Context: an optimization exercise on an open-source flow, tuned for a short achievable clock period and few clock cycles. The choices shown serve that exercise and are no tape-out recipe.
At most, simulation tests tie the RTL to the original design; equivalence was not proved.
For runs 1 and 2, only the layout was checked, not whether the RTL still works.
No activity file was given, so power comes from the tool's default toggle rates.

**design/flow/config.mk**
```make
export PLATFORM = sky130hd
export DESIGN_NAME = cache_l1
export DESIGN_NICKNAME = cache_l1
export VERILOG_FILES = /design/flow/design.v
export SDC_FILE = /design/flow/constraint.sdc
export NUM_CORES = 4
export LEC_CHECK = 0
export ABC_CLOCK_PERIOD_IN_PS = 2000
export CAP_MARGIN = 20
export CORE_MARGIN = 2
export CORE_UTILIZATION = 50
export SETUP_SLACK_MARGIN = 2.8
export SLEW_MARGIN = 20
```
**design/flow/constraint.sdc**
```tcl
create_clock -name core_clock -period 5.0 [get_ports {clk}]
set_input_delay 1.0000 -clock core_clock [delete_from_list [all_inputs] [get_ports {clk}]]
set_output_delay 1.0000 -clock core_clock [all_outputs]
set_load 0.01 [all_outputs]
```
**design/flow/design.v**
```verilog
`timescale 1ns/100ps
package cache_pkg;
    localparam int cache_lines   = 8;
    localparam int line_words    = 8;
    localparam int byte_off_bits = 2;
    localparam int word_sel_bits = 3;
    localparam int index_bits    = 3;
    localparam int tag_bits      = 32 - index_bits - word_sel_bits - byte_off_bits;
    typedef logic [31:0]            word_t;
    typedef logic [31:0]            addr_t;
    typedef logic [tag_bits-1:0]    tag_t;
    typedef logic [index_bits-1:0]  index_t;
    typedef logic [word_sel_bits-1:0] word_sel_t;
    typedef struct packed {
        logic  write;
        addr_t addr;
        word_t wdata;
    } bus_req_t;
    typedef struct packed {
        logic      write;
        tag_t      tag;
        index_t    index;
        word_sel_t word;
        word_t     wdata;
        addr_t     addr;
    } cache_req_t;
    typedef enum logic [2:0] {
        idle,
        lookup,
        fill_req,
        fill_wait,
        write_req,
        write_wait,
        respond
    } ctrl_state_t;
endpackage
`timescale 1ns/100ps
`timescale 1ns/100ps
`timescale 1ns/100ps
`timescale 1ns/100ps
module cache_l1 (
    input  logic        clk,
    input  logic        rst_n,
    input  logic        cpu_req,
    input  logic        cpu_write,
    input  logic [31:0] cpu_addr,
    input  logic [31:0] cpu_wdata,
    output logic        cpu_ack,
    output logic [31:0] cpu_rdata,
    output logic        mem_req,
    output logic        mem_write,
    output logic [31:0] mem_addr,
    output logic [31:0] mem_wdata,
    input  logic        mem_ack,
    input  logic [31:0] mem_rdata
);
    logic [31:0]       data_q [0:63];    
    logic [7:0][23:0]  tag_q;
    logic [7:0]        valid;
    logic        idle;      
    logic        fill;      
    logic        wr;        
    logic [2:0]  cnt;       
    logic [2:0]  bw;        
    logic [26:0] h_line;    
    logic [1:0]  h_off;     
    logic        h_write;
    logic [31:0] h_wdata;
    logic        dw_en;     
    logic [5:0]  dw_sel;
    logic [31:0] dw_data;
    logic [2:0]  a_idx;
    logic [5:0]  a_wsel;
    logic [7:0]  line_hit;
    logic        hit;
    logic        accept;
    logic        beat;
    logic        acked;
    logic [31:0] rd_word;
    logic [31:0] rd_keep;
    assign a_idx  = cpu_addr[7:5];
    assign a_wsel = cpu_addr[7:2];
    assign accept = idle && cpu_req;
    assign beat   = mem_req && mem_ack;
    assign acked  = !idle && !fill && !wr;
    always_comb begin
        for (int i = 0; i < 8; i++) begin
            line_hit[i] = valid[i] && (tag_q[i] == cpu_addr[31:8]);
        end
    end
    assign hit = line_hit[a_idx];
    assign rd_word = data_q[a_wsel];
    logic last;      
    logic idle_d, fill_d, wr_d, cpu_ack_d, mem_req_d, dw_en_d;
    assign last = fill && beat && (cnt == 3'd7);
    always_comb begin
        if (idle) begin
            idle_d    = !cpu_req;
            wr_d      = cpu_req && cpu_write;
            fill_d    = cpu_req && !cpu_write && !hit;
            cpu_ack_d = cpu_req && !cpu_write && hit;
            mem_req_d = cpu_req && !mem_ack && (cpu_write || !hit);
            dw_en_d   = cpu_req && cpu_write && hit;
        end else begin
            idle_d    = acked && !cpu_req;
            wr_d      = wr && !beat;
            fill_d    = fill && !last;
            cpu_ack_d = (wr && beat) || last || (acked && cpu_req);
            mem_req_d = (wr || fill) && !mem_ack;
            dw_en_d   = fill && beat;
        end
    end
    always_ff @(posedge clk or negedge rst_n) begin
        if (!rst_n) begin
            idle    <= 1'b1;
            fill    <= 1'b0;
            wr      <= 1'b0;
            cpu_ack <= 1'b0;
            mem_req <= 1'b0;
            dw_en   <= 1'b0;
            valid   <= '0;
        end else begin
            idle    <= idle_d;
            fill    <= fill_d;
            wr      <= wr_d;
            cpu_ack <= cpu_ack_d;
            mem_req <= mem_req_d;
            dw_en   <= dw_en_d;
            for (int i = 0; i < 8; i++) begin
                if (last && h_line[2:0] == 3'(i)) begin
                    valid[i] <= 1'b1;
                end
            end
        end
    end
    always_ff @(posedge clk) begin
        if (accept) begin
            h_line  <= cpu_addr[31:5];
            h_off   <= cpu_write ? cpu_addr[1:0] : 2'b00;
            h_write <= cpu_write;
            h_wdata <= cpu_wdata;
            bw      <= cpu_addr[4:2];
            cnt     <= 3'd0;
        end else if (fill && beat) begin
            bw  <= bw + 3'd1;
            cnt <= cnt + 3'd1;
        end
        if (idle) begin
            mem_addr  <= {cpu_addr[31:2], cpu_write ? cpu_addr[1:0] : 2'b00};
            mem_write <= cpu_write;
            mem_wdata <= cpu_wdata;
        end else begin
            mem_addr  <= {h_line, (fill && beat) ? bw + 3'd1 : bw, h_off};
            mem_write <= h_write;
            mem_wdata <= h_wdata;
        end
        if (idle || fill) begin
            rd_keep <= rd_word;
        end
        cpu_rdata <= (idle || fill) ? rd_word : rd_keep;
        for (int i = 0; i < 8; i++) begin
            if (fill && beat && cnt == 3'd7 && h_line[2:0] == 3'(i)) begin
                tag_q[i] <= h_line[26:3];
            end
        end
        dw_sel  <= idle ? a_wsel : {h_line[2:0], bw};
        dw_data <= idle ? cpu_wdata : mem_rdata;
        if (dw_en) begin
            data_q[dw_sel] <= dw_data;
        end
    end
endmodule
```
**design/flow/flow/run.sh**
```bash
#!/bin/bash
# Standard layout, except that:
# - the port buffers are plain buffers, and the resizer may pick any cell of
#   the right function (not only the same footprint), so that the port
#   buffers can be sized for speed;
# - the clock tree uses larger sink clusters (fewer, shorter buffer stages);
# - synthesis does not use the slow 4-input mux cells (added to the
#   platform's own don't-use list).
set -o pipefail
cfg="DESIGN_CONFIG=$PWD/config.mk WORK_HOME=$PWD/orfs_print"
dont_use=$(make -s -C "$FLOW_HOME" $cfg print-DONT_USE_CELLS 2>print_dont_use.log | sed -n 's/^DONT_USE_CELLS: //p')
rm -rf orfs_print
echo "DONT_USE_CELLS from the platform: $dont_use" > dont_use.log
bash standard.sh MATCH_CELL_FOOTPRINT=0 \
  "BUFFER_PORTS_ARGS=-buffer_cell sky130_fd_sc_hd__buf_4" \
  "CTS_ARGS=-sink_clustering_enable -repair_clock_nets -sink_clustering_size 30 -sink_clustering_max_diameter 100" \
  "DONT_USE_CELLS=$dont_use sky130_fd_sc_hd__mux4_1 sky130_fd_sc_hd__mux4_2 sky130_fd_sc_hd__mux4_4" \
  finish > standard.log 2>&1
```
**design/flow/standard.sh**
```bash
#!/bin/bash
# synth_recipe.tcl (not shown) runs the flow's synth.tcl, then flattens the netlist and writes it again
# the make line also repeats each setting of config.mk as NAME=value (left out here)
make -C /OpenROAD-flow-scripts/flow DESIGN_CONFIG=/design/flow/config.mk WORK_HOME=/design/flow/orfs CLKGATE_MAP_FILE= SYNTH_SCRIPT=/design/flow/synth_recipe.tcl "${@:-finish}"
```
==> results of run 1 <==
routing by layer:
metal | GRT usage [%] | share of wire (%)
met1 | 41.5 | 41
met2 | 47.7 | 48
met3 | 3.43 | 7.7
met4 | 9.15 | 3.8
met5 | 0 | 0.0027
cell usage after synthesis, types with 4 or more instances:
cell | instances | area share [%]
xnor2_1 | 93 | 0.84
buf_4 | 42 | 0.33
a311oi_1 | 124 | 1.1
nand4_1 | 23 | 0.15
mux2i_1 | 763 | 7.9
or2_2 | 5 | 0.032
edfxtp_1 | 2334 | 72
xor2_1 | 101 | 0.91
o21ai_0 | 65 | 0.34
a31oi_1 | 124 | 0.80
inv_1 | 67 | 0.26
buf_1 | 9 | 0.035
nor2_1 | 85 | 0.33
buf_2 | 110 | 0.57
dfrtp_1 | 13 | 0.34
nor3_1 | 11 | 0.057
a21oi_1 | 146 | 0.75
nor2b_1 | 268 | 1.7
nand2_1 | 546 | 2.1
nand3b_1 | 4 | 0.031
dfxtp_1 | 106 | 2.2
nor4_1 | 22 | 0.14
nand2b_1 | 4 | 0.026
a211oi_1 | 621 | 4.8
clkbuf_1 | 249 | 0.96
mux2_2 | 34 | 0.40
buf_6 | 4 | 0.046
or2_1 | 5 | 0.032
nand3_1 | 17 | 0.088
sequential cells by signal (all words and copies together), names as in the netlist:
register	cells
h_off	2
wr	1
idle	1
cpu_ack	1
h_line	27
dw_en	1
cnt	3
mem_req	1
dw_data	32
dw_sel	5
mem_wdata	32
h_write	1
rd_keep	32
h_wdata	32
tag_q	192
data_q	2048
fill	1
mem_addr	30
mem_write	1
bw	3
valid	8
cell type report:
type / count / area, um^2
clock buffer: 115 / 2470
multi-input combinational: 3106 / 25800
tap: 2526 / 3160
timing repair inverter: 3 / 27.5
clock inverter: 17 / 146
sequential: 2454 / 72700
timing repair buffer: 849 / 10500
antenna: 3 / 7.51
inverter: 68 / 285
fill: 14100 / 77500
layout by cell type (no fill, tap or decap), types with 91 or more instances in the layout:
master     netlist  layout
xor2_1         101     101
a211oi_1       621     410
mux2i_1        763     746
nand2_1        546     539
nor2b_1        268     256
buf_6            4     173
clkbuf_16        0     176
xnor2_1         93      91
a211oi_2         0     187
edfxtp_1      2334    2334
buf_4           42     442
power groups by stage:
stage	clock network, mW	logic (mW)	registers, mW
2_1_floorplan	0	1.41	24.1
3_3_place_gp	0	3.12	23.9
3_5_place_dp	0	3.17	23.9
4_1_cts	9.80	4.02	23.5
5_1_grt	10.4	4.43	23.5
6_report	9.69	4.27	23.5
stage by stage:
stage,setup WS [ns],cells
after detailed placement,0.281,8579
after floorplan,2.30,6031
after global placement,0.306,8579
after global routing,2.23,9139
final,2.27,9141
after CTS,2.20,9048
cell families after synthesis:
| family | count (synthesis) |
|---|---|
| buf+inv | 485 |
| simple gates | 1007 |
| flops | 2454 |
| compound gates | 1091 |
| xor+xnor | 194 |
| fa+ha+maj | 3 |
| mux | 797 |
how the worst min path moves through the flow:
stage | depth (start not counted) | endpoint | start
after global routing | 1 | valid[1] | rst_n
after CTS | 1 | valid[7] | rst_n
after detailed placement | 1 | valid[6] | valid[6]
after floorplan | 1 | valid[2] | valid[2]
final | 1 | valid[6] | rst_n
after global placement | 1 | valid[2] | valid[2]
what timing repair did:
item                       in CTS  in global routing
buffers inserted              228                 79
gates cloned                  109                 11
pin swaps                     259                151
resized for setup             746                267
setup endpoints to repair    2310                989
==> summary.md, run 1 <==
| Metric | Value |
|---|---|
| Pleak | `38.7 nW` |
| Sequential Power Share | `roughly 63%` |
| DIE AREA | `slightly below 200000 um^2` |
| Site Rows | `between 150 and 200` |
| Reg2reg start | `dw_sel[3]` |
| Compound-Gate Fraction of Synth Area | `7.93%` |
| Worst R2R Setup Slack | `approximately 2.7 ns` |
| YS warnings | `1` |
| Max transition margin | `between 30 and 40%` |
| Stages on the worst setup path | `1` |
| Worst VDD drop | `between 0.3 and 0.4 mV` |
| Area after DPL | `103000 um^2` |
| Synth Register Bits | `between 2000 and 2500` |
| Gr ovfl total | `0` |
| Post-Synth XOR/XNOR Area | `under 10%` |
| Clock sinks | `2454` |
| Via density | `between 6 and 7` |
| Net Count, Synth | `~6100` |
| Via count | `57300` |
| Clk latency of the worst-skew pair | `0.80 ns` |
| Mapped Cells | `just over 6000` |
| Critical Path End | `cpu_rdata[1]` |
| Syn Std Cell Area | `96900 um^2` |
| Detailed Routing Iterations Pass 1 | `5` |
| CTS H-Tree Depth | `3` |
| Final setup viols | `0` |
| Largest family of logic cells by synthesized area | `multiplexers` |
| Crit path DAT | `between 1.5 and 2 ns` |
| Mux cell area share after synthesis | `about 8.3%` |
| Initial core utilization | `50.3%` |
| Crit-path cells | `buf_6` |
| CTS Root Cell | `clkbuf_16` |
| Post-synthesis adder-cell area fraction | `0.0387%` |
| Gate power share | `a little under an eighth` |
| GRT Overall Usage | `~29%` |
| Internal power consumption | `28.3 mW` |
| Fmax | `between 0.3 and 0.4 GHz` |
| Final Instance Area | `between 100000 and 150000 um^2` |
| Critical Path Slowest Stage Cell | `edfxtp_1` |
| Initial antenna violation count | `10` |
| Synth cell types | `56` |
| P_sw | `9.17 mW` |
| CP startpoint | `rd_keep[1]` |
| Slew at the pin closest to its max-slew limit | `between 0.9 and 1 ns` |
| Clock Path Buffers | `3` |
| Synth-to-Final Area Change | `18.8%` |
| Initial DRC Count | `7258` |
| DRT antenna net count | `0` |
| Tot Pwr | `roughly 37 mW` |
| Clk_skew | `0.0411 ns` |
| Crit share post-route | `54.5%` |
| Clk pin slew, worst setup/hold paths | `0.12 ns` |
| # DRC | `0` |
| I/O pins | `200` |
| Post-synth EDFFs | `about 2300` |
| PwrDens | `between 300 and 400 nW/um^2` |
| Predominant post-synthesis flop cell | `edfxtp_1` |
| Clk network pwr share | `roughly a quarter` |
| Critical Path RT | `around 4 ns` |
| Final hold vios | `0` |
| Final Net Count | `between 6000 and 7000` |
| Worst hold slack | `approximately 0.068 ns` |
| Synth Area in Simple Gates | `under 10%` |
| First-pass GRT wire length | `about 400000 um` |
| Crit path max-delay family | `flip-flops` |
| Pin count of the biggest net entering global routing | `86` |
| Util after Layout | `59.8%` |
| Seq/Total Area, Yosys | `between 70% and 80%` |
| RR Endpoint | `data_q[4][31]` |
| Max stage delay on crit path | `approximately 0.74 ns` |
| FF-to-FF path depth | `5` |
| Core area | `193000 um^2` |
| Avg WL per Cell | `between 30 and 40 um` |
| Die width | `between 400 and 500 um` |
| Status | `finished clean` |
| Hpwl dp | `around 150000 um` |
| Setup crit start kind | `register` |
| Setup TNS | `0 ns` |
| Min Clock Period, post-route | `approximately 2.7 ns` |
| Layout cells sized above 1 | `25.2%` |
| Fin. max-slew vios | `0` |
| Die Span Y | `between 400 and 500 um` |
| CTS tree | `yes` |
| RSZ-0062 raised after global routing | `true` |
| Inserted Clock Buffers | `slightly above 90` |
| Asr flop ratio synth | `less than 1%` |
| Port bufs | `199` |
| Placer congestion estimate | `between 0.8 and 0.9` |
| Min-delay worst type | `in -> async` |
| Vias in the first global route | `53800` |
| Synthesized area per cell | `between 15 and 20 um^2` |
| Setup CP Type | `reg -> out` |
| Sw frac | `about a quarter` |
| Max-cap viol count | `0` |
| Total Wirelength | `approximately 300000 um` |
| CP Capture Type | `output pin` |
| Worst Path Buf+Inv | `1` |
| Post-CTS Hold Buffers | `0` |
| Worst-path fanout max | `1` |
==> inputs of run 2 (changes only) <==
--- a/design/flow/config.mk
+++ b/design/flow/config.mk
@@ -10,3 +10,4 @@
 export CORE_MARGIN = 2
-export CORE_UTILIZATION = 50
+export CORE_UTILIZATION = 65
+export PLACE_DENSITY = 0.75
 export SETUP_SLACK_MARGIN = 2.8
==> summary.md, run 2 <==
| Metric | Value |
|---|---|
| Hpwl dp | `139000 um (-5.9%)` |
| Min-delay worst type | `in -> async` |
| Synth-to-Final Area Change | `17.2%` |
| Site Rows | `141 (-12%)` |
| Largest registers | `data_q x2048, tag_q x192` |
| Net Count, Synth | `6135 (unchanged)` |
| Filler cell count | `7916 (-44%)` |
| Clk latency of the worst-skew pair | `0.77 ns (-0.03 ns)` |
| Die width | `390 um (-12%)` |
| Worst-path fanout max | `1 (unchanged)` |
| Inserted Clock Buffers | `92 (-1.1%)` |
| Synth cell count leaders | `edfxtp_1, mux2i_1, a211oi_1, nand2_1, nor2b_1` |
| CTS H-Tree Depth | `3 (unchanged)` |
| Worst VDD drop | `0.300 mV (-14%)` |
| Setup crit start kind | `register` |
| Syn Std Cell Area | `96900 um^2 (unchanged)` |
| Final Net Count | `6623 (-0.84%)` |
| Critical Path RT | `4.00 ns (about the same)` |
| Initial DRC Count | `9294 (+28%)` |
| Synth area leaders | `edfxtp_1, mux2i_1, a211oi_1` |
| Max stage delay on crit path | `0.82 ns (+0.08 ns)` |
| CP Capture Type | `output pin` |
| Initial core utilization | `65.5% (+15 points)` |
| Clock sinks | `2454 (unchanged)` |
| Core area | `148000 um^2 (-23%)` |
| Tot Pwr | `36.9 mW (-1.3%)` |
| Gr ovfl total | `0 (unchanged)` |
| Top reg by flops | `data_q` |
| Util after Layout | `76.8% (+17 points)` |
| Max-cap viol count | `0 (unchanged)` |
| Synth Area in Simple Gates | `4.88% (unchanged)` |
| YS warnings | `1 (unchanged)` |
| CTS tree | `yes` |
| Seq/Total Area, Yosys | `74.9% (unchanged)` |
| Fmax | `0.362 GHz (-1.3%)` |
| First-pass GRT wire length | `393000 um (-4.3%)` |
| Fin. max-slew vios | `0 (unchanged)` |
| Crit path max-delay family | `flip-flops` |
| RSZ-0062 raised after global routing | `true` |
| Total Wirelength | `289000 um (-2.4%)` |
| Most frequent cells in the layout | `edfxtp_1, mux2i_1, nand2_1, a211oi_1, buf_4` |
| Max transition margin | `40.1% (+6.2 points)` |
| Status | `finished clean` |
| Placer congestion estimate | `0.844 (+2.7%)` |
| DRT antenna net count | `0 (unchanged)` |
| Most frequent cell after synthesis | `edfxtp_1` |
| Synth cell types | `56 (unchanged)` |
| Max reg flops | `2048 (unchanged)` |
| Asr flop ratio synth | `0.570% (unchanged)` |
| Mapped Cells | `6031 (unchanged)` |
| Setup CP Type | `reg -> out` |
| Die Span Y | `390 um (-12%)` |
| Via density | `6.99 (+12%)` |
| Synthesized area per cell | `16.1 um^2 (unchanged)` |
| Vias in the first global route | `55500 (+3.1%)` |
| Min Clock Period, post-route | `2.76 ns (+0.0365 ns)` |
| I/O pins | `200 (unchanged)` |
| Clock Path Buffers | `3 (unchanged)` |
| Synth Register Bits | `2454 (unchanged)` |
| Share of the synthesized area in the top cell type | `72.3% (unchanged)` |
| Pre-CTS WS | `0.502 ns (+0.221 ns)` |
| Initial antenna violation count | `10 (unchanged)` |
| Final hold vios | `0 (unchanged)` |
| Crit path DAT | `1.76 ns (+0.03 ns)` |
| Critical Path Slowest Stage Cell | `edfxtp_1` |
| Final WS setup | `2.24 ns (-0.0365 ns)` |
| Pin count of the biggest net entering global routing | `94 (+9.3%)` |
| # DRC | `0 (unchanged)` |
| Via count | `59400 (+3.7%)` |
| Layout cells sized above 1 | `24.0% (-1.2 points)` |
| Largest family of logic cells by synthesized area | `multiplexers` |
| Yosys top cell by area | `edfxtp_1` |
| Mux cell area share after synthesis | `8.28% (unchanged)` |
| Compound-Gate Fraction of Synth Area | `7.93% (unchanged)` |
| Detailed Routing Iterations Pass 1 | `8 (+3)` |
| Slew at the pin closest to its max-slew limit | `0.898 ns (-0.0937 ns)` |
| Crit-path cells | `buf_6` |
| Setup TNS | `0 ns (unchanged)` |
| Final setup viols | `0 (unchanged)` |
| Clk pin slew, worst setup/hold paths | `0.11 ns (about the same)` |
| CTS Root Cell | `clkbuf_16` |
| Worst Path Buf+Inv | `1 (unchanged)` |
| GRT Overall Usage | `36.3% (+7.0 points)` |
| PwrDens | `325 nW/um^2 (about the same)` |
| Clk_skew | `0.0389 ns (-0.00222 ns)` |
| Post-synth EDFFs | `2334 (unchanged)` |
| Predominant post-synthesis flop cell | `edfxtp_1` |
| Post-synthesis adder-cell area fraction | `0.0387% (unchanged)` |
| Post-CTS Hold Buffers | `0 (unchanged)` |
| Avg WL per Cell | `34.1 um (+5.1%)` |
| Most common cell after layout, fill and taps aside | `edfxtp_1` |
| DIE AREA | `152000 um^2 (-23%)` |
| Port bufs | `199 (unchanged)` |
| Crit share post-route | `55.3% (+0.73 points)` |
| Post-Synth XOR/XNOR Area | `1.75% (unchanged)` |
| Pleak | `38.3 nW (-1.1%)` |
[run 2: cell counts after synthesis]
Identical to the previous run, type by type.
[run 2: area by class of cell]
class	count	area, um^2	share of cell area (%)
Multi-Input combinational cell	3114	25700	22.6
Clock buffer	123	2470	2.18
Inverter	68	285	0.251
Clock inverter	5	55.1	0.0485
Timing Repair inverter	3	27.5	0.0242
Tap cell	1930	2410	2.13
Sequential cell	2454	72700	64.0
Antenna cell	2	5.00	0.00441
Timing Repair Buffer	786	9890	8.71
[run 2: per-stage QoR]
stage	hold WS [ns]	cell area [um^2]	cells
after floorplan	0.424	97600	6031
after global placement	0.444	102000	7950
after detailed placement	0.455	102000	7953
after CTS	0.0614	111000	8382
after global routing	0.0768	114000	8483
final	0.0978	114000	8485
[run 2: repair_timing]
item                                    4_1_cts  5_1_grt
cloned                                       96       27
gates resized for setup                     577      381
buffers inserted                            205       74
pin swaps                                   175      216
hold endpoints to repair                      0        0
endpoints found under the setup margin     2343      896
[run 2: final timing paths]
path	startpoint	endpoint	slack [ns]	cells past startpoint
max	rd_keep[15]	cpu_rdata[15]	2.24	1
min	rst_n	valid[3]	0.1	1
max reg2reg	dw_en	data_q[34][26]	2.76	5
min reg2reg	cnt[2]	cnt[2]	0.48	2
max in group asynchronous	rst_n	idle	4.64	1
min in group core_clock	cpu_wdata[13]	h_wdata[13]	0.41	1
[run 2: kinds of logic after synthesis]
kind of cell               Yosys count
muxes                              797
AOI/OAI and AO/OA                 1091
xor gates and xnor gates           194
adders and majority gates            3
and+or+nand+nor                   1007
buffers and inverters              485
DFF                               2454
[run 2: report_power, final]
group          internal [mW]  switching [mW]
clock                   3.52            5.87
combinational           1.42            2.56
sequential              23.2           0.397
total                   28.1            8.82
[run 2: per-layer routing]
metal  GRT usage (%)  share of wire [%]  vias to the layer above
li1                -                  -                    24200
met1            49.4                 34                    29700
met2            55.9                 46                     4526
met3            8.63                 14                      917
met4            17.3                6.5                        8
met5               0              0.015                        -
==> inputs of run 3 (changes only) <==
--- a/design/flow/design.v
+++ b/design/flow/design.v
@@ -156,3 +156,3 @@
         end
-        if (idle || fill) begin
+        if (!wr && !acked) begin
             rd_keep <= rd_word;
--- a/design/flow/config.mk
+++ b/design/flow/config.mk
@@ -10,5 +10,4 @@
 export CORE_MARGIN = 2
-export CORE_UTILIZATION = 65
-export PLACE_DENSITY = 0.75
-export SETUP_SLACK_MARGIN = 2.8
+export CORE_UTILIZATION = 50
+export SETUP_SLACK_MARGIN = 2.65
 export SLEW_MARGIN = 20
==> summary.md, run 3 <==
| Metric | Value |
|---|---|
| Stages on the worst setup path | `12 (+11)` |
| Worst hold slack | `0.0754 ns (-0.0224 ns)` |
| Vias in the first global route | `48900 (-12%)` |
| Clk latency of the worst-skew pair | `0.79 ns (+0.02 ns)` |
| Area after DPL | `105000 um^2 (+3.6%)` |
| Storage element area | `73300 um^2 (+0.85%)` |
| Area of the multi-input gates | `26000 um^2 (+1.1%)` |
| YS warnings | `1 (unchanged)` |
| P_sw | `9.13 mW (+3.5%)` |
| Worst R2R Setup Slack | `2.57 ns (-0.19 ns)` |
| CP startpoint | `cpu_addr[3]` |
| Initial DRC Count | `5849 (-37%)` |
| Layout cells sized above 1 | `19.4% (-4.6 points)` |
| RR Endpoint | `cpu_ack` |
| Final setup viols | `0 (unchanged)` |
| Top reg by flops | `data_q` |
| Most frequent cells in the layout | `edfxtp_1, mux2i_1, buf_4, clkbuf_16, xor2_1` |
| Synth cell count leaders | `edfxtp_1, mux2i_1, dfxtp_1, xor2_1, buf_2` |
| Filler cell count | `15000 (+90%)` |
| Setup CP Type | `in -> reg` |
| Gr ovfl total | `0 (unchanged)` |
| DIE AREA | `202000 um^2 (+33%)` |
| Sequential Power Share | `62.4% (-1.4 points)` |
| Placer congestion estimate | `0.785 (-7.0%)` |
| Initial core utilization | `50.3% (-15 points)` |
| Yosys top cell by area | `edfxtp_1` |
| Clock sinks | `2486 (+1.3%)` |
| Max-cap viol count | `0 (unchanged)` |
| Slew at the pin closest to its max-slew limit | `1.04 ns (+0.141 ns)` |
| Clock Path Buffers | `3 (unchanged)` |
| Most frequent cell after synthesis | `edfxtp_1` |
| # DRC | `0 (unchanged)` |
| Synth area leaders | `edfxtp_1, mux2i_1, dfxtp_1` |
| Worst VDD drop | `0.262 mV (-13%)` |
| RSZ-0062 raised after global routing | `true` |
| CP Capture Type | `register` |
| Share of the synthesized area in the top cell type | `70.5% (-1.8 points)` |
| First-pass GRT wire length | `371000 um (-5.7%)` |
| Predominant post-synthesis flop cell | `edfxtp_1` |
| Critical Path Slowest Stage Cell | `mux2i_2` |
| Detailed Routing Iterations Pass 1 | `5 (-3)` |
| Clk_skew | `0.0389 ns (+0.00000330 ns)` |
| Hpwl dp | `144000 um (+3.4%)` |
| Max transition margin | `30.7% (-9.3 points)` |
| Crit path max-delay family | `multiplexers` |
| Final Net Count | `6064 (-8.4%)` |
| Crit path DAT | `3.19 ns (+1.43 ns)` |
| Final hold vios | `0 (unchanged)` |
| Synth-to-Final Area Change | `14.6%` |
| Crit-path cells | `buf_16 -> buf_12 -> buf_6 -> buf_16 -> buf_8 -> mux2i_2 -> mux2i_1 -> mux2i_1 -> mux2i_1 -> mux2i_2 -> mux2i_1 -> mux2_2` |
| Die width | `450 um (+15%)` |
| Synth cell types | `37 (-34%)` |
| Fmax | `0.394 GHz (+9.0%)` |
| Setup TNS | `0 ns (unchanged)` |
| GRT Overall Usage | `25.8% (-10 points)` |
| Die Span Y | `450 um (+15%)` |
| Net Count, Synth | `5551 (-9.5%)` |
| Sw frac | `23.9% (about the same)` |
| Avg WL per Cell | `30.9 um (-9.4%)` |
| Syn Std Cell Area | `99400 um^2 (+2.6%)` |
| DRT antenna net count | `0 (unchanged)` |
| Worst-path fanout max | `4 (+3)` |
| FF-to-FF path depth | `7 (+2)` |
| Seq/Total Area, Yosys | `73.6% (-1.2 points)` |
| Setup crit start kind | `primary input` |
| Port bufs | `199 (unchanged)` |
| Asr flop ratio synth | `0.563% (-0.0073 points)` |
| Crit share post-route | `50.7% (-4.5 points)` |
| Largest registers | `data_q x2048, tag_q x192` |
| Pleak | `41.9 nW (+9.6%)` |
| Worst Path Buf+Inv | `5 (+4)` |
| Mapped Cells | `5447 (-9.7%)` |
| Cell mode on critical path | `mux2i_1` |
| Final Instance Area | `114000 um^2 (+0.27%)` |
| CTS H-Tree Depth | `3 (unchanged)` |
| Clk pin slew, worst setup/hold paths | `0.12 ns (about the same)` |
| Site Rows | `163 (+16%)` |
| I/O pins | `200 (unchanged)` |
| Internal power consumption | `29.1 mW (+3.6%)` |
| Final WS setup | `2.46 ns (+0.227 ns)` |
| Reg2reg start | `tag_q[43]` |
| CTS tree | `yes` |
| Synthesized area per cell | `18.2 um^2 (+14%)` |
| Critical Path RT | `5.65 ns (+1.65 ns)` |
| Core area | `197000 um^2 (+34%)` |
| Status | `finished clean` |
| Post-CTS Hold Buffers | `0 (unchanged)` |
| Max reg flops | `2048 (unchanged)` |
| Min-delay worst type | `in -> async` |
| Pre-CTS WS | `0.878 ns (+0.376 ns)` |
| CTS Root Cell | `clkbuf_16` |
| Via density | `5.84 (-17%)` |
| Total Wirelength | `268000 um (-7.3%)` |
| Pin count of the biggest net entering global routing | `99 (+5.3%)` |
| Clk network pwr share | `26.8% (+1.4 points)` |
| PwrDens | `336 nW/um^2 (+3.3%)` |
| Max stage delay on crit path | `0.38 ns (-0.44 ns)` |
| Synth Register Bits | `2486 (+1.3%)` |
| Post-synth EDFFs | `2334 (unchanged)` |
| Min Clock Period, post-route | `2.54 ns (-0.227 ns)` |
| Via count | `50700 (-15%)` |
| Most common cell after layout, fill and taps aside | `edfxtp_1` |
| Gate power share | `10.8% (about the same)` |
| Fin. max-slew vios | `0 (unchanged)` |
| Initial antenna violation count | `14 (+4)` |
| Inserted Clock Buffers | `96 (+4.3%)` |
## run 3: area by class of cell
cell class              count  area share, %
flip-flops and latches   2486           64.4
multi-input cells        2625           22.8
repair buffers            682           7.03
well taps                2640           2.90
clock buffers             163           2.41
inverters                  68          0.227
clock inverters            16          0.208
repair inverters            1        0.00440
diodes                      2        0.00440
## run 3: cells by family (layout without fill, tap and decap cells)
family | Yosys count | count (layout) | synth area share, %
AO/OA/AOI/OAI | 82 | 82 | 0.436
XOR/XNOR | 195 | 195 | 1.72
adder cells (fa/ha/maj) | 3 | 3 | 0.0378
buffers and inverters | 349 | 930 | 1.90
flip-flops | 2486 | 2486 | 73.6
multiplexers | 2085 | 2085 | 21.1
other | 0 | 2 | 0
AND/OR/NAND/NOR | 247 | 260 | 1.19
## run 3: layer usage
layer | routed length [um] | global-route usage, % | part of all wire (%)
met5 | 12 | 0 | 0.0045
met4 | 5340 | 5.31 | 2.0
met3 | 15100 | 2.48 | 5.6
met2 | 130000 | 42.6 | 49
met1 | 117000 | 37.4 | 44
## run 3: worst max path at each step
| stage | end | slack (ns) |
|---|---|---|
| final | cpu_rdata[23] | 2.46 |
| after global placement | cpu_rdata[30] | 0.91 |
| after CTS | tag_q[60] | 2.52 |
| after global routing | cpu_rdata[20] | 2.44 |
| after floorplan | data_q[59][0] | 2.19 |
| after detailed placement | cpu_rdata[30] | 0.88 |
## run 3: what timing repair did
| item | CTS | global route |
|---|---|---|
| setup buffers | 166 | 43 |
| gates cloned | 54 | 24 |
| pin swaps | 54 | 1 |
| resized for setup | 364 | 91 |
| endpoints found under the setup margin | 2293 | 328 |
## run 3: power groups by stage
stage | Combinational [mW] | Clock [mW] | Sequential (mW)
2_1_floorplan | 1.65 | 0 | 24.5
3_5_place_dp | 3.51 | 0 | 24.3
3_3_place_gp | 3.45 | 0 | 24.3
6_report | 4.13 | 10.3 | 23.9
5_1_grt | 4.32 | 11.1 | 23.9
4_1_cts | 4.00 | 10.4 | 23.9
## run 3: per-stage QoR
step / util [%] / std cells / total power, mW
after global placement: 53.4 / 8214 / 27.8
final: 57.7 / 8683 / 38.3
after floorplan: - / 5447 / 26.2
after global routing: 57.7 / 8682 / 39.4
after detailed placement: 53.4 / 8215 / 27.8
after CTS: 57.1 / 8614 / 38.3
Testbench counts of run 3, summed over its fixed seeds: cycles 91,480.
==> inputs of run 4 (changes only) <==
--- a/design/flow/config.mk
+++ b/design/flow/config.mk
@@ -11,3 +11,4 @@
 export CORE_UTILIZATION = 50
-export SETUP_SLACK_MARGIN = 2.65
+export SETUP_SLACK_MARGIN = 2.8
 export SLEW_MARGIN = 20
+export TNS_END_PERCENT = 5
==> summary.md, run 4 <==
| Metric | Value |
|---|---|
| Via count | `49800 (-1.7%)` |
| Post-CTS Hold Buffers | `0 (unchanged)` |
| Total Wirelength | `266000 um (-0.73%)` |
| Crit share post-route | `51.1% (+0.37 points)` |
| Initial DRC Count | `5501 (-5.9%)` |
| Fmax | `0.392 GHz (-0.73%)` |
| Via density | `5.79 (-0.81%)` |
| CTS tree | `yes` |
| Synthesized area per cell | `18.2 um^2 (unchanged)` |
| Fin. max-slew vios | `0 (unchanged)` |
| Avg WL per Cell | `30.9 um (+0.15%)` |
| Crit path DAT | `3.29 ns (+0.10 ns)` |
| Layout cells sized above 1 | `17.7% (-1.7 points)` |
| I/O pins | `200 (unchanged)` |
| Setup TNS | `0 ns (unchanged)` |
| Seq/Total Area, Yosys | `73.6% (unchanged)` |
| Detailed Routing Iterations Pass 1 | `7 (+2)` |
| Vias in the first global route | `48200 (-1.5%)` |
| # DRC | `0 (unchanged)` |
| Final setup viols | `0 (unchanged)` |
| Core area | `197000 um^2 (unchanged)` |
| Worst-path fanout max | `37 (+33)` |
| Pre-CTS WS | `0.778 ns (-0.0997 ns)` |
| Final cell count without fillers | `8607 (-0.88%)` |
| Slew at the pin closest to its max-slew limit | `1.04 ns (+0.00176 ns)` |
| Worst VDD drop | `0.261 mV (-0.13%)` |
| RSZ-0062 raised after global routing | `true` |
| Setup crit start kind | `primary input` |
| CP Capture Type | `register` |
| Initial antenna violation count | `7 (-7)` |
| Max transition margin | `30.6% (-0.12 points)` |
| Clock Path Buffers | `3 (unchanged)` |
| Clock sinks | `2486 (unchanged)` |
| Placed Instances | `8206 (-0.11%)` |
| Pin count of the biggest net entering global routing | `90 (-9.1%)` |
| Mapped Cells | `5447 (unchanged)` |
| Share of the synthesized area in the top cell type | `70.5% (unchanged)` |
| Yosys top cell by area | `edfxtp_1` |
| Hpwl dp | `144000 um (about the same)` |
| Clk pin slew, worst setup/hold paths | `0.11 ns (about the same)` |
| Predominant post-synthesis flop cell | `edfxtp_1` |
| Initial core utilization | `50.3% (unchanged)` |
| Most frequent cell after synthesis | `edfxtp_1` |
| Min-delay worst type | `in -> async` |
| Setup CP Type | `in -> reg` |
| Syn Std Cell Area | `99400 um^2 (unchanged)` |
| Inserted Clock Buffers | `94 (-2.1%)` |
| First-pass GRT wire length | `368000 um (-0.69%)` |
| Status | `finished clean` |
| Critical Path Slowest Stage Cell | `mux2i_1` |
| Filler cell count | `15100 (+0.43%)` |
| Synth cell types | `37 (unchanged)` |
| CTS Root Cell | `clkbuf_16` |
| DIE AREA | `202000 um^2 (unchanged)` |
| Final hold vios | `0 (unchanged)` |
| CTS H-Tree Depth | `3 (unchanged)` |
| Die Span Y | `450 um (unchanged)` |
| Max-cap viol count | `0 (unchanged)` |
| Clk latency of the worst-skew pair | `0.78 ns (about the same)` |
| PwrDens | `336 nW/um^2 (about the same)` |
| Gr ovfl total | `0 (unchanged)` |
| Pleak | `41.2 nW (-1.7%)` |
| Synth-to-Final Area Change | `12.8%` |
| Synth cell count leaders | `edfxtp_1, mux2i_1, dfxtp_1, xor2_1, buf_2` |
| Max stage delay on crit path | `0.39 ns (about the same)` |
| Critical Path RT | `5.73 ns (+0.08 ns)` |
| Min Clock Period, post-route | `2.55 ns (+0.0187 ns)` |
| Most common cell after layout, fill and taps aside | `edfxtp_1` |
| Asr flop ratio synth | `0.563% (unchanged)` |
| DRT antenna net count | `0 (unchanged)` |
| Placer congestion estimate | `0.799 (+1.8%)` |
| Post-synth EDFFs | `2334 (unchanged)` |
| Net Count, Synth | `5551 (unchanged)` |
| Cell mode on critical path | `mux2i_1` |
| Crit path max-delay family | `buffers and inverters` |
| Die width | `450 um (unchanged)` |
| Final Net Count | `5989 (-1.2%)` |
| YS warnings | `1 (unchanged)` |
| Top reg by flops | `data_q` |
| Util after Layout | `56.8% (-0.89 points)` |
| GRT Overall Usage | `25.6% (-0.16 points)` |
| Site Rows | `163 (unchanged)` |
| Port bufs | `199 (unchanged)` |
| Max reg flops | `2048 (unchanged)` |
| Synth Register Bits | `2486 (unchanged)` |
| Crit-path cells | `buf_8 -> buf_12 -> buf_4 -> mux2i_1 -> mux2i_1 -> buf_4 -> mux2i_1 -> mux2_2` |
| Worst Path Buf+Inv | `4 (-1)` |
| Final WS setup | `2.45 ns (-0.0187 ns)` |
| Synth area leaders | `edfxtp_1, mux2i_1, dfxtp_1` |
| Most frequent cells in the layout | `edfxtp_1, mux2i_1, buf_4, clkbuf_16, xor2_1` |
| Clk_skew | `0.0409 ns (+0.00198 ns)` |
| Largest registers | `data_q x2048, tag_q x192` |
run 4: cell counts after synthesis:
Identical to the previous run, type by type.
run 4: final cells by class:
type                       count  area [um^2]  share of cell area, %
tap                         2640         3300                   2.95
timing repair inverter         1         5.00                0.00446
clock buffer                 160         2640                   2.36
sequential                  2486        73300                   65.4
timing repair buffer         616         6750                   6.02
multi-input combinational   2618        25700                   22.9
inverter                      68          259                  0.231
clock inverter                12          123                  0.109
antenna                        6         15.0                 0.0134
run 4: path summary, 6_finish.rpt:
kind,from,endpoint,slack [ns],depth (start not counted)
max in group asynchronous,rst_n,idle,4.66,1
worst min register to register,cnt[2],cnt[2],0.47,2
min in group core_clock,cpu_req,idle,0.37,2
worst min-delay path,rst_n,cpu_ack,0.07,1
worst max register to register,dw_sel[2],data_q[57][28],2.58,4
worst max-delay path,cpu_addr[4],cpu_rdata[10],2.45,8
run 4: cell families after synthesis:
kind of cell / count (synthesis) / share of synthesized area (%)
AOI/OAI and AO/OA: 82 / 0.436
xor gates and xnor gates: 195 / 1.72
adders and majority gates: 3 / 0.0378
buffers and inverters: 349 / 1.90
DFF: 2486 / 73.6
muxes: 2085 / 21.1
and+or+nand+nor: 247 / 1.19
run 4: stage by stage:
stage / area [um^2] / hold slack [ns] / power [mW]
global route: 112000 / 0.0470 / 38.8
global placement: 105000 / 0.448 / 27.8
CTS: 111000 / 0.0211 / 37.8
finish: 112000 / 0.0734 / 37.7
floorplan: 99600 / 0.439 / 26.1
detailed placement: 105000 / 0.452 / 27.8
run 4: power breakdown:
part / switching [mW] / leakage [nW] / internal, mW / total (mW)
sequential: 0.279 / 22.4 / 23.6 / 23.8
clock: 6.14 / 1.32 / 3.75 / 9.89
combinational: 2.58 / 17.5 / 1.39 / 3.97
total: 9.00 / 41.2 / 28.7 / 37.7
run 4: what timing repair did:
item | CTS | global route
setup buffers | 136 | 25
cloned | 40 | 22
gates resized for setup | 202 | 82
pin swaps | 56 | 1
endpoints found under the setup margin | 2451 | 1677
run 4: routing by layer:
layer | GRT usage (%) | up-vias | routed length (um)
met1 | 37.2 | 26400 | 117000
met4 | 6.06 | 0 | 6360
met2 | 41.9 | 1385 | 129000
met3 | 2.49 | 226 | 14000
met5 | 0 | - | 0
li1 | - | 21800 | -
==> inputs of run 5 (changes only) <==
--- a/design/flow/config.mk
+++ b/design/flow/config.mk
@@ -10,5 +10,4 @@
 export CORE_MARGIN = 2
-export CORE_UTILIZATION = 50
+export CORE_UTILIZATION = 40
 export SETUP_SLACK_MARGIN = 2.8
 export SLEW_MARGIN = 20
-export TNS_END_PERCENT = 5
==> summary.md, run 5 <==
| Metric | Value |
|---|---|
| Crit share post-route | `52.5% (+1.4 points)` |
| Post-synth EDFFs | `2334 (unchanged)` |
| Pleak | `42.2 nW (+2.4%)` |
| Yosys top cell by area | `edfxtp_1` |
| Asr flop ratio synth | `0.563% (unchanged)` |
| Synth Register Bits | `2486 (unchanged)` |
| Final hold vios | `0 (unchanged)` |
| Die width | `502 um (+12%)` |
| Gate power share | `11.1% (+0.6 points)` |
| Largest registers | `data_q x2048, tag_q x192` |
| Predominant post-synthesis flop cell | `edfxtp_1` |
| Most frequent cells in the layout | `edfxtp_1, mux2i_1, buf_4, clkbuf_16, buf_6` |
| P_sw | `9.17 mW (+1.8%)` |
| Setup TNS | `0 ns (unchanged)` |
| Min Clock Period, post-route | `2.62 ns (+0.0703 ns)` |
| Top reg by flops | `data_q` |
| Synth cell count leaders | `edfxtp_1, mux2i_1, dfxtp_1, xor2_1, buf_2` |
| Placed Instances | `8903 (+8.5%)` |
| Compound-Gate Fraction of Synth Area | `0.436% (unchanged)` |
| Synth-to-Final Area Change | `16.4%` |
| GRT Overall Usage | `21.4% (-4.2 points)` |
| Via density | `5.41 (-6.6%)` |
| Initial DRC Count | `5237 (-4.8%)` |
| Synthesized area per cell | `18.2 um^2 (unchanged)` |
| Sw frac | `24.0% (+0.12 points)` |
| Clk latency of the worst-skew pair | `0.79 ns (about the same)` |
| Mux cell area share after synthesis | `21.1% (unchanged)` |
| Max reg flops | `2048 (unchanged)` |
| Sequential Power Share | `62.6% (-0.6 points)` |
| Vias in the first global route | `49300 (+2.3%)` |
| Pre-CTS WS | `0.664 ns (-0.114 ns)` |
| Layout cells sized above 1 | `21.2% (+3.5 points)` |
| Most common cell after layout, fill and taps aside | `edfxtp_1` |
| Worst hold slack | `0.395 ns (+0.321 ns)` |
| Mapped Cells | `5447 (unchanged)` |
| Met3 wire length | `14900 um (+6.6%)` |
| Tot Pwr | `38.2 mW (+1.4%)` |
| Hpwl dp | `149000 um (+3.7%)` |
| Slew at the pin closest to its max-slew limit | `1.09 ns (+0.0459 ns)` |
| Clk pin slew, worst setup/hold paths | `0.11 ns (about the same)` |
| Site Rows | `183 (+12%)` |
| Clock Path Buffers | `3 (unchanged)` |
| Final cell count without fillers | `9396 (+9.2%)` |
| Worst VDD drop | `0.300 mV (+15%)` |
| Internal power consumption | `29.0 mW (+1.2%)` |
| PwrDens | `330 nW/um^2 (-1.8%)` |
| RSZ-0062 raised after global routing | `true` |
| Detailed Routing Iterations Pass 1 | `8 (+1)` |
| Via count | `50800 (+1.9%)` |
| Synth Area in Simple Gates | `1.19% (unchanged)` |
| I/O pins | `200 (unchanged)` |
| Area of the multi-input gates | `26100 um^2 (+1.5%)` |
| Port bufs | `199 (unchanged)` |
| CTS Root Cell | `clkbuf_16` |
| Setup crit start kind | `primary input` |
| Placer congestion estimate | `0.799 (about the same)` |
| Most frequent cell after synthesis | `edfxtp_1` |
| Share of the synthesized area in the top cell type | `70.5% (unchanged)` |
| Status | `finished clean` |
| # DRC | `0 (unchanged)` |
| Core area | `248000 um^2 (+26%)` |
| Filler cell count | `20700 (+37%)` |
| Clk_skew | `0.0391 ns (-0.00185 ns)` |
| Storage element area | `73400 um^2 (+0.20%)` |
| Final WS setup | `2.38 ns (-0.0703 ns)` |
| CTS H-Tree Depth | `3 (unchanged)` |
| Syn Std Cell Area | `99400 um^2 (unchanged)` |
| CP Capture Type | `register` |
| DR top layer | `met4` |
| Fmax | `0.381 GHz (-2.7%)` |
| Final setup viols | `0 (unchanged)` |
| Util after Layout | `46.7% (-10 points)` |
| Avg WL per Cell | `29.4 um (-5.0%)` |
| Fin. max-slew vios | `0 (unchanged)` |
| Clk network pwr share | `26.3% (about the same)` |
| Critical Path RT | `5.68 ns (-0.05 ns)` |
| Initial core utilization | `40.1% (-10 points)` |
| Met2 wire len | `136000 um (+5.3%)` |
| Pin count of the biggest net entering global routing | `82 (-8.9%)` |
| Wire length on met1 | `119000 um (+1.7%)` |
| Max-cap viol count | `0 (unchanged)` |
| Seq/Total Area, Yosys | `73.6% (unchanged)` |
| Area after DPL | `106000 um^2 (+0.90%)` |
| CTS tree | `yes` |
| Initial antenna violation count | `6 (-1)` |
| Min-delay worst type | `in -> reg` |
| Synth cell types | `37 (unchanged)` |
| Net Count, Synth | `5551 (unchanged)` |
| Post-synthesis adder-cell area fraction | `0.0378% (unchanged)` |
| Final Net Count | `6093 (+1.7%)` |
| Synth area leaders | `edfxtp_1, mux2i_1, dfxtp_1` |
| Total Wirelength | `276000 um (+3.7%)` |
| DIE AREA | `253000 um^2 (+25%)` |
| Inserted Clock Buffers | `96 (+2.1%)` |
| DRT antenna net count | `0 (unchanged)` |
| Worst-path fanout max | `8 (-78%)` |
| Die Span Y | `502 um (+12%)` |
| Crit path DAT | `3.30 ns (about the same)` |
| Gr ovfl total | `0 (unchanged)` |
| Setup CP Type | `in -> reg` |
| Max transition margin | `27.6% (-3.1 points)` |
| YS warnings | `1 (unchanged)` |
| Final Instance Area | `116000 um^2 (+3.2%)` |
| Clock sinks | `2486 (unchanged)` |
| First-pass GRT wire length | `383000 um (+3.9%)` |
| Post-Synth XOR/XNOR Area | `1.72% (unchanged)` |
| Largest family of logic cells by synthesized area | `multiplexers` |
[run 5: cell counts after synthesis]
Identical to the previous run, type by type.
[run 5: cell families (layout without fill, tap and decap cells)]
| kind of cell | after synthesis | count (layout) |
|---|---|---|
| flip-flops | 2486 | 2486 |
| buffers and inverters | 349 | 953 |
| other | 0 | 4 |
| AO/OA/AOI/OAI | 82 | 82 |
| adder cells (fa/ha/maj) | 3 | 3 |
| XOR/XNOR | 195 | 195 |
| multiplexers | 2085 | 2085 |
| AND/OR/NAND/NOR | 247 | 258 |
[run 5: area by class of cell]
class	count	area share [%]
repair buffers	714	7.72
inverters	68	0.224
diodes	4	0.00865
clock inverters	17	0.177
clock buffers	154	2.28
well taps	3330	3.60
multi-input cells	2623	22.5
flip-flops and latches	2486	63.5
[run 5: critical path: stages]
cell and delay (ns):
buf_16 0.16, buf_16 0.17, buf_16 0.17, buf_16 0.15, buf_12 0.12, mux2i_1 0.20
mux2i_1 0.10, mux2i_1 0.20, mux2i_1 0.14, mux2i_4 0.38, mux2i_1 0.17, mux2_2 0.31
[run 5: final timing paths]
| path | startpoint | to | slack, ns | cells past startpoint |
|---|---|---|---|---|
| worst max-delay path | cpu_addr[3] | cpu_rdata[19] | 2.38 | 12 |
| worst min-delay path | cpu_wdata[25] | h_wdata[25] | 0.39 | 1 |
| worst max register to register | tag_q[91] | cpu_ack | 2.82 | 7 |
| worst min register to register | cnt[1] | cnt[1] | 0.47 | 2 |
| max in group asynchronous | rst_n | idle | 4.03 | 2 |
| min in group asynchronous | rst_n | valid[6] | 0.68 | 2 |
[run 5: metal layers]
layer,GRT usage [%],vias to the layer above
met5,0,-
met4,4.99,0
met3,2.32,235
met2,36.3,1533
met1,29.7,27000
li1,-,22100
[run 5: power by group through the flow]
stage	Combinational [mW]	Clock (mW)	Sequential, mW
after global placement	3.45	0	24.3
after detailed placement	3.50	0	24.3
final	4.23	10.1	23.9
after global routing	4.43	11.0	24.0
after CTS	4.15	10.3	23.9
after floorplan	1.66	0	24.5
[run 5: what timing repair did]
action                                   CTS  global route
pin swaps                                 55             2
resized for setup                        578            87
buffers inserted                         182            45
gates cloned                              79            11
endpoints found under the setup margin  2506           789
endpoints found under the hold margin      1             0
hold buffers                               1             0
==> inputs of run 6 (changes only) <==
--- a/design/flow/config.mk
+++ b/design/flow/config.mk
@@ -10,3 +10,3 @@
 export CORE_MARGIN = 2
-export CORE_UTILIZATION = 40
+export CORE_UTILIZATION = 55
 export SETUP_SLACK_MARGIN = 2.8
==> summary.md, run 6 <==
| Metric | Value |
|---|---|
| Status | `finished clean` |
| Critical Path RT | `5.69 ns (about the same)` |
| Initial DRC Count | `5363 (+2.4%)` |
| Mapped Cells | `5447 (unchanged)` |
| I/O pins | `200 (unchanged)` |
| Synthesized area per cell | `18.2 um^2 (unchanged)` |
| Asr flop ratio synth | `0.563% (unchanged)` |
| DIE AREA | `184000 um^2 (-27%)` |
| Clock Path Buffers | `3 (unchanged)` |
| Worst hold slack | `0.0650 ns (-0.330 ns)` |
| Max reg flops | `2048 (unchanged)` |
| Largest registers | `data_q x2048, tag_q x192` |
| Post-CTS Hold Buffers | `0 (-1)` |
| Slew at the pin closest to its max-slew limit | `0.959 ns (-0.127 ns)` |
| Syn Std Cell Area | `99400 um^2 (unchanged)` |
| Die Span Y | `429 um (-15%)` |
| Final hold vios | `0 (unchanged)` |
| Worst-path fanout max | `8 (unchanged)` |
| Synth cell types | `37 (unchanged)` |
| Detailed Routing Iterations Pass 1 | `5 (-3)` |
| Mux cell area share after synthesis | `21.1% (unchanged)` |
| Compound-Gate Fraction of Synth Area | `0.436% (unchanged)` |
| Site Rows | `156 (-15%)` |
| Initial core utilization | `55.2% (+15 points)` |
| Setup TNS | `0 ns (unchanged)` |
| Fmax | `0.403 GHz (+5.7%)` |
| Min-delay worst type | `in -> async` |
| Final Net Count | `6099 (+0.098%)` |
| RSZ-0062 raised after global routing | `true` |
| Inserted Clock Buffers | `94 (-2.1%)` |
| CTS Root Cell | `clkbuf_16` |
| Max-cap viol count | `0 (unchanged)` |
| Most common cell after layout, fill and taps aside | `edfxtp_1` |
| Die width | `429 um (-15%)` |
| Clk pin slew, worst setup/hold paths | `0.12 ns (about the same)` |
| Pre-CTS WS | `0.929 ns (+0.265 ns)` |
| PwrDens | `332 nW/um^2 (+0.68%)` |
| Clk latency of the worst-skew pair | `0.80 ns (about the same)` |
| Clock sinks | `2486 (unchanged)` |
| Fin. max-slew vios | `0 (unchanged)` |
| Filler cell count | `12700 (-39%)` |
| CTS H-Tree Depth | `3 (unchanged)` |
| Area after DPL | `105000 um^2 (-1.2%)` |
| Vias in the first global route | `49400 (+0.30%)` |
| Port bufs | `199 (unchanged)` |
| Initial antenna violation count | `5 (-1)` |
| Crit path DAT | `3.17 ns (-0.13 ns)` |
| Pin count of the biggest net entering global routing | `65 (-21%)` |
| Via count | `51000 (+0.43%)` |
| Yosys top cell by area | `edfxtp_1` |
| CP Capture Type | `register` |
| Final setup viols | `0 (unchanged)` |
| Largest family of logic cells by synthesized area | `multiplexers` |
| Post-synthesis adder-cell area fraction | `0.0378% (unchanged)` |
| Final WS setup | `2.52 ns (+0.141 ns)` |
| Synth cell count leaders | `edfxtp_1, mux2i_1, dfxtp_1, xor2_1, buf_2` |
| Share of the synthesized area in the top cell type | `70.5% (unchanged)` |
| Synth area leaders | `edfxtp_1, mux2i_1, dfxtp_1` |
| First-pass GRT wire length | `380000 um (-0.69%)` |
| Post-Synth XOR/XNOR Area | `1.72% (unchanged)` |
| DRT antenna net count | `0 (unchanged)` |
| Layout cells sized above 1 | `21.1% (-0.078 points)` |
| Setup crit start kind | `primary input` |
| CTS tree | `yes` |
| Tot Pwr | `38.1 mW (-0.26%)` |
| Total Wirelength | `272000 um (-1.6%)` |
| GRT Overall Usage | `29.2% (+7.8 points)` |
| Min Clock Period, post-route | `2.48 ns (-0.141 ns)` |
| Net Count, Synth | `5551 (unchanged)` |
| Hpwl dp | `145000 um (-2.6%)` |
| Predominant post-synthesis flop cell | `edfxtp_1` |
| Post-synth EDFFs | `2334 (unchanged)` |
| YS warnings | `1 (unchanged)` |
| Placed Instances | `7941 (-11%)` |
| Most frequent cells in the layout | `edfxtp_1, mux2i_1, buf_4, buf_6, clkbuf_16` |
| Crit share post-route | `49.7% (-2.8 points)` |
| Max transition margin | `36.1% (+8.5 points)` |
| Synth-to-Final Area Change | `15.4%` |
| Top reg by flops | `data_q` |
| Most frequent cell after synthesis | `edfxtp_1` |
| Util after Layout | `63.6% (+17 points)` |
| # DRC | `0 (unchanged)` |
| Via density | `6.04 (+12%)` |
| Synth Register Bits | `2486 (unchanged)` |
| Setup CP Type | `in -> reg` |
| Pleak | `42.3 nW (+0.19%)` |
| Placer congestion estimate | `0.806 (+0.84%)` |
| Gr ovfl total | `0 (unchanged)` |
| Final cell count without fillers | `8450 (-10%)` |
| Clk_skew | `0.0374 ns (-0.00161 ns)` |
| Core area | `180000 um^2 (-27%)` |
| FF-to-FF path depth | `7 (unchanged)` |
| Final Instance Area | `115000 um^2 (-0.94%)` |
| Avg WL per Cell | `32.1 um (+9.4%)` |
| Worst VDD drop | `0.287 mV (-4.3%)` |
| Seq/Total Area, Yosys | `73.6% (unchanged)` |
| Synth Area in Simple Gates | `1.19% (unchanged)` |
run 6: cell types whose count changed in the layout (fill, tap and decap cells not counted), moves of 7 or more:
cell / change
buf_6: +14
buf_12: -7
buf_16: +9
buf_8: -8
clkbuf_1: +9
run 6: area by class of cell:
type,instances,area [um^2],area share [%]
sequential,2486,73400,64.0
multi-input combinational,2619,25900,22.6
timing repair buffer,726,9220,8.04
tap,2370,2970,2.59
clock buffer,164,2690,2.35
inverter,68,259,0.226
clock inverter,12,135,0.118
antenna,5,12.5,0.0109
run 6: what timing repair did:
| action | 4_1_cts | 5_1_grt |
|---|---|---|
| endpoints found under the setup margin | 2482 | 869 |
| resized for setup | 548 | 99 |
| setup buffers | 197 | 35 |
| gates cloned | 89 | 7 |
| pin swaps | 59 | 3 |
run 6: where the power goes:
group / total, mW / leakage [nW] / switching [mW] / internal, mW
Combinational: 4.20 / 18.5 / 2.56 / 1.64
Clock: 10.0 / 1.34 / 6.19 / 3.82
Sequential: 23.9 / 22.4 / 0.317 / 23.6
run 6: final timing paths:
check / from / end / slack (ns)
max: cpu_addr[3] / cpu_rdata[24] / 2.52
min: rst_n / valid[3] / 0.07
max reg2reg: tag_q[149] / dw_en / 2.71
min reg2reg: cnt[2] / cnt[2] / 0.48
max in group asynchronous: rst_n / idle / 4.64
min in group core_clock: cpu_wdata[21] / h_wdata[21] / 0.38
run 6: cell families (layout without fill, tap and decap cells):
kind of cell | count (synthesis) | after routing
flops | 2486 | 2486
mux | 2085 | 2085
buf+inv | 349 | 970
simple gates | 247 | 254
xor+xnor | 195 | 195
compound gates | 82 | 82
fa+ha+maj | 3 | 3
other cells | 0 | 5
run 6: metal layers:
layer / global-route usage [%] / vias up / part of all wire, %
met5: 0 / - / 0.015
met4: 7.49 / 4 / 3.0
met3: 3.17 / 317 / 5.2
met2: 47.4 / 1581 / 48
met1: 42.6 / 27000 / 44
li1: - / 22100 / -
run 6: worst max-delay path, cell delays in order:
cell and delay (ns):
buf_16 0.14, buf_16 0.20, buf_12 0.14, clkbuf_16 0.16
mux2i_1 0.19, mux2i_1 0.09, mux2i_1 0.19, mux2i_1 0.18
mux2i_1 0.23, buf_4 0.20, mux2i_1 0.10, mux2_2 0.30
==> inputs of run 7 (changes only) <==
--- a/design/flow/config.mk
+++ b/design/flow/config.mk
@@ -10,3 +10,3 @@
 export CORE_MARGIN = 2
-export CORE_UTILIZATION = 55
+export CORE_UTILIZATION = 50
 export SETUP_SLACK_MARGIN = 2.8
==> summary.md, run 7 <==
| Metric | Value |
|---|---|
| PwrDens | `333 nW/um^2 (+0.20%)` |
| DRT antenna net count | `0 (unchanged)` |
| Clk_skew | `0.0448 ns (+0.00735 ns)` |
| Placer congestion estimate | `0.796 (-1.2%)` |
| DR top layer | `met5` |
| CP Capture Type | `register` |
| CTS H-Tree Depth | `3 (unchanged)` |
| Wire length on met1 | `115000 um (-3.2%)` |
| Most common cell after layout, fill and taps aside | `edfxtp_1` |
| Worst VDD drop | `0.259 mV (-9.8%)` |
| Crit-path cells | `clkbuf_16 -> buf_12 -> clkbuf_16 -> buf_4 -> mux2i_1 -> mux2i_1 -> mux2i_1 -> mux2i_1 -> mux2i_2 -> mux2i_1 -> mux2_2` |
| Worst-path fanout max | `12 (+4)` |
| Synth cell count leaders | `edfxtp_1, mux2i_1, dfxtp_1, xor2_1, buf_2` |
| First-pass GRT wire length | `368000 um (-3.0%)` |
| Syn Std Cell Area | `99400 um^2 (unchanged)` |
| Total Wirelength | `261000 um (-3.8%)` |
| Synth area leaders | `edfxtp_1, mux2i_1, dfxtp_1` |
| Inserted Clock Buffers | `96 (+2.1%)` |
| Max reg flops | `2048 (unchanged)` |
| Port bufs | `199 (unchanged)` |
| Hpwl dp | `141000 um (-2.9%)` |
| Worst hold slack | `0.0692 ns (+0.00417 ns)` |
| RSZ-0062 raised after global routing | `true` |
| I/O pins | `200 (unchanged)` |
| GRT Overall Usage | `25.5% (-3.8 points)` |
| Layout cells sized above 1 | `20.8% (-0.36 points)` |
| Setup crit start kind | `primary input` |
| Min Clock Period, post-route | `2.51 ns (+0.0236 ns)` |
| CTS Root Cell | `clkbuf_16` |
| Mapped Cells | `5447 (unchanged)` |
| Asr flop ratio synth | `0.563% (unchanged)` |
| Reg2reg start | `dw_sel[3]` |
| Critical Path RT | `5.69 ns (about the same)` |
| Most frequent cells in the layout | `edfxtp_1, mux2i_1, buf_4, buf_6, clkbuf_16` |
| Via density | `5.76 (-4.6%)` |
| Crit path DAT | `3.20 ns (+0.03 ns)` |
| Initial DRC Count | `4820 (-10%)` |
| Clk latency of the worst-skew pair | `0.79 ns (about the same)` |
| Worst Path Buf+Inv | `4 (-1)` |
| Largest registers | `data_q x2048, tag_q x192` |
| Crit path max-delay family | `multiplexers` |
| Met2 wire len | `128000 um (-1.9%)` |
| Yosys top cell by area | `edfxtp_1` |
| Stages on the worst setup path | `11 (-1)` |
| # DRC | `0 (unchanged)` |
| Setup CP Type | `in -> reg` |
| Max transition margin | `37.4% (+1.3 points)` |
| Final hold vios | `0 (unchanged)` |
| Synthesized area per cell | `18.2 um^2 (unchanged)` |
| Net Count, Synth | `5551 (unchanged)` |
| Setup TNS | `0 ns (unchanged)` |
| Die width | `450 um (+4.8%)` |
| Max stage delay on crit path | `0.41 ns (+0.11 ns)` |
| Final Net Count | `6071 (-0.46%)` |
| Max-cap viol count | `0 (unchanged)` |
| Cell mode on critical path | `mux2i_1` |
| Initial antenna violation count | `9 (+4)` |
| RR Endpoint | `data_q[63][9]` |
| Die Span Y | `450 um (+4.8%)` |
| Clock sinks | `2486 (unchanged)` |
| Core area | `197000 um^2 (+9.6%)` |
| Predominant post-synthesis flop cell | `edfxtp_1` |
| Worst R2R Setup Slack | `2.82 ns (+0.11 ns)` |
| YS warnings | `1 (unchanged)` |
| Top reg by flops | `data_q` |
| Status | `finished clean` |
| Synth Register Bits | `2486 (unchanged)` |
| Initial core utilization | `50.3% (-4.8 points)` |
| Slew at the pin closest to its max-slew limit | `0.939 ns (-0.0202 ns)` |
| Via count | `50100 (-1.9%)` |
| Avg WL per Cell | `30.1 um (-6.4%)` |
| Synth-to-Final Area Change | `15.2%` |
| Site Rows | `163 (+4.5%)` |
| Most frequent cell after synthesis | `edfxtp_1` |
| DIE AREA | `202000 um^2 (+9.9%)` |
| Fin. max-slew vios | `0 (unchanged)` |
| Gr ovfl total | `0 (unchanged)` |
| Seq/Total Area, Yosys | `73.6% (unchanged)` |
| Detailed Routing Iterations Pass 1 | `5 (unchanged)` |
| Clk pin slew, worst setup/hold paths | `0.12 ns (about the same)` |
| Filler cell count | `15000 (+19%)` |
| Crit share post-route | `50.1% (+0.47 points)` |
| Min-delay worst type | `in -> async` |
| Fmax | `0.399 GHz (-0.94%)` |
| Final setup viols | `0 (unchanged)` |
| FF-to-FF path depth | `4 (-3)` |
| Synth cell types | `37 (unchanged)` |
| Clock Path Buffers | `3 (unchanged)` |
| Share of the synthesized area in the top cell type | `70.5% (unchanged)` |
| Met3 wire length | `12100 um (-13%)` |
| Vias in the first global route | `48900 (-1.1%)` |
| CTS tree | `yes` |
| Pin count of the biggest net entering global routing | `110 (+69%)` |
| Pleak | `42.1 nW (-0.48%)` |
| Critical Path Slowest Stage Cell | `mux2i_2` |
| Post-synth EDFFs | `2334 (unchanged)` |
[run 7: stage by stage]
| step | instance area [um^2] | setup slack [ns] | power (mW) | util [%] | cells |
|---|---|---|---|---|---|
| after global placement | 105000 | 0.827 | 27.7 | 53.3 | 8218 |
| after CTS | 113000 | 2.50 | 38.2 | 57.5 | 8622 |
| final | 115000 | 2.49 | 38.1 | 58.0 | 8685 |
| after global routing | 115000 | 2.50 | 39.2 | 58.0 | 8680 |
| after detailed placement | 105000 | 0.806 | 27.8 | 53.3 | 8219 |
| after floorplan | 101000 | 2.30 | 26.2 | - | 5447 |
[run 7: cells by family (layout without fill, tap and decap cells)]
group           Yosys count  in the layout  share of synthesized area [%]
buf+inv                 349            931                           1.90
other cells               0              5                              0
simple gates            247            258                           1.19
compound gates           82             82                          0.436
mux                    2085           2085                           21.1
flops                  2486           2486                           73.6
fa+ha+maj                 3              3                         0.0378
xor+xnor                195            195                           1.72
[run 7: repair_timing]
action / in CTS / in global routing
resized for setup: 545 / 115
pin swaps: 62 / 8
endpoints found under the setup margin: 2479 / 682
buffers inserted: 158 / 47
cloned: 74 / 11
hold buffers: 0 / 0
[run 7: worst register-to-register path, cell delays in order, from the launching register on]
cell and delay (ns):
dfxtp_4 0.40, buf_4 0.20, nand3_2 0.38, nor2_4 0.18, buf_4 0.60
[run 7: layout make-up]
cell class / instances / area, um^2 / share of cell area, %
clock buffer: 158 / 2740 / 2.39
multi-input combinational: 2623 / 26100 / 22.8
tap: 2640 / 3300 / 2.88
antenna: 5 / 12.5 / 0.0109
inverter: 68 / 259 / 0.226
timing repair buffer: 691 / 8470 / 7.40
clock inverter: 13 / 179 / 0.156
sequential: 2486 / 73400 / 64.1
timing repair inverter: 1 / 5.00 / 0.00437
[run 7: metal layers]
| metal | GRT usage, % | up-vias |
|---|---|---|
| met4 | 5.55 | 2 |
| met5 | 0 | - |
| met3 | 2.45 | 208 |
| met1 | 36.7 | 26500 |
| li1 | - | 22000 |
| met2 | 42.2 | 1333 |
[run 7: how the worst max path moves through the flow]
stage | start | slack, ns | endpoint
floorplan | mem_addr[7] | 2.30 | data_q[41][0]
global placement | cpu_addr[3] | 0.83 | cpu_rdata[23]
detailed placement | cpu_addr[3] | 0.81 | cpu_rdata[23]
CTS | cpu_rdata[23] | 2.50 | cpu_rdata[23]
global route | cpu_addr[3] | 2.50 | cpu_rdata[7]
finish | cpu_addr[3] | 2.49 | cpu_rdata[22]
[run 7: power by group]
part / switching, mW / total [mW] / internal, mW
combinational: 2.52 / 4.13 / 1.61
sequential: 0.296 / 23.9 / 23.6
clock: 6.24 / 10.1 / 3.88
total: 9.06 / 38.1 / 29.1

[afterwards: timing with drivers on the ports]
How much do the figures lean on ideal ports? The routed layouts below were timed once more, with nothing changed but the port constraints. Step 1 sets driving cells, clkbuf_16 on the clock port and buf_2 on the other inputs (assumed; they add their load-dependent delay and slew). Step 2 adds t to the input delays and takes it off the output delays; t is the mean of the earliest and latest rising clock arrival at the registers after step 1. Input paths then give back, and output paths get back, about the clock's delay inside the block. a / b / c = no drivers / after step 1 / after step 2; a / b = the first two.
run | t (ns) | setup slack, ns | clock arrival spread, ns | worst data-port slew with drivers (ns)
run 1 | 0.863 | 2.274 / 2.189 / 1.351 | 0.047 / 0.047 | 0.47
run 2 | 0.830 | 2.237 / 1.899 / 1.069 | 0.049 / 0.050 | 0.58
run 3 | 0.865 | 2.465 / 2.287 / 1.422 | 0.045 / 0.045 | 0.29
run 4 | 0.855 | 2.446 / 2.147 / 1.292 | 0.044 / 0.044 | 0.44
run 5 | 0.867 | 2.376 / 2.103 / 1.236 | 0.043 / 0.044 | 0.42
run 6 | 0.870 | 2.517 / 2.344 / 1.474 | 0.039 / 0.040 | 0.28
run 7 | 0.867 | 2.493 / 2.235 / 1.368 | 0.060 / 0.060 | 0.36
After both steps every run listed still meets setup and hold. The setup slack of run 2, which loses most, moves by -0.338 ns with the drivers and by -1.168 ns with both steps.
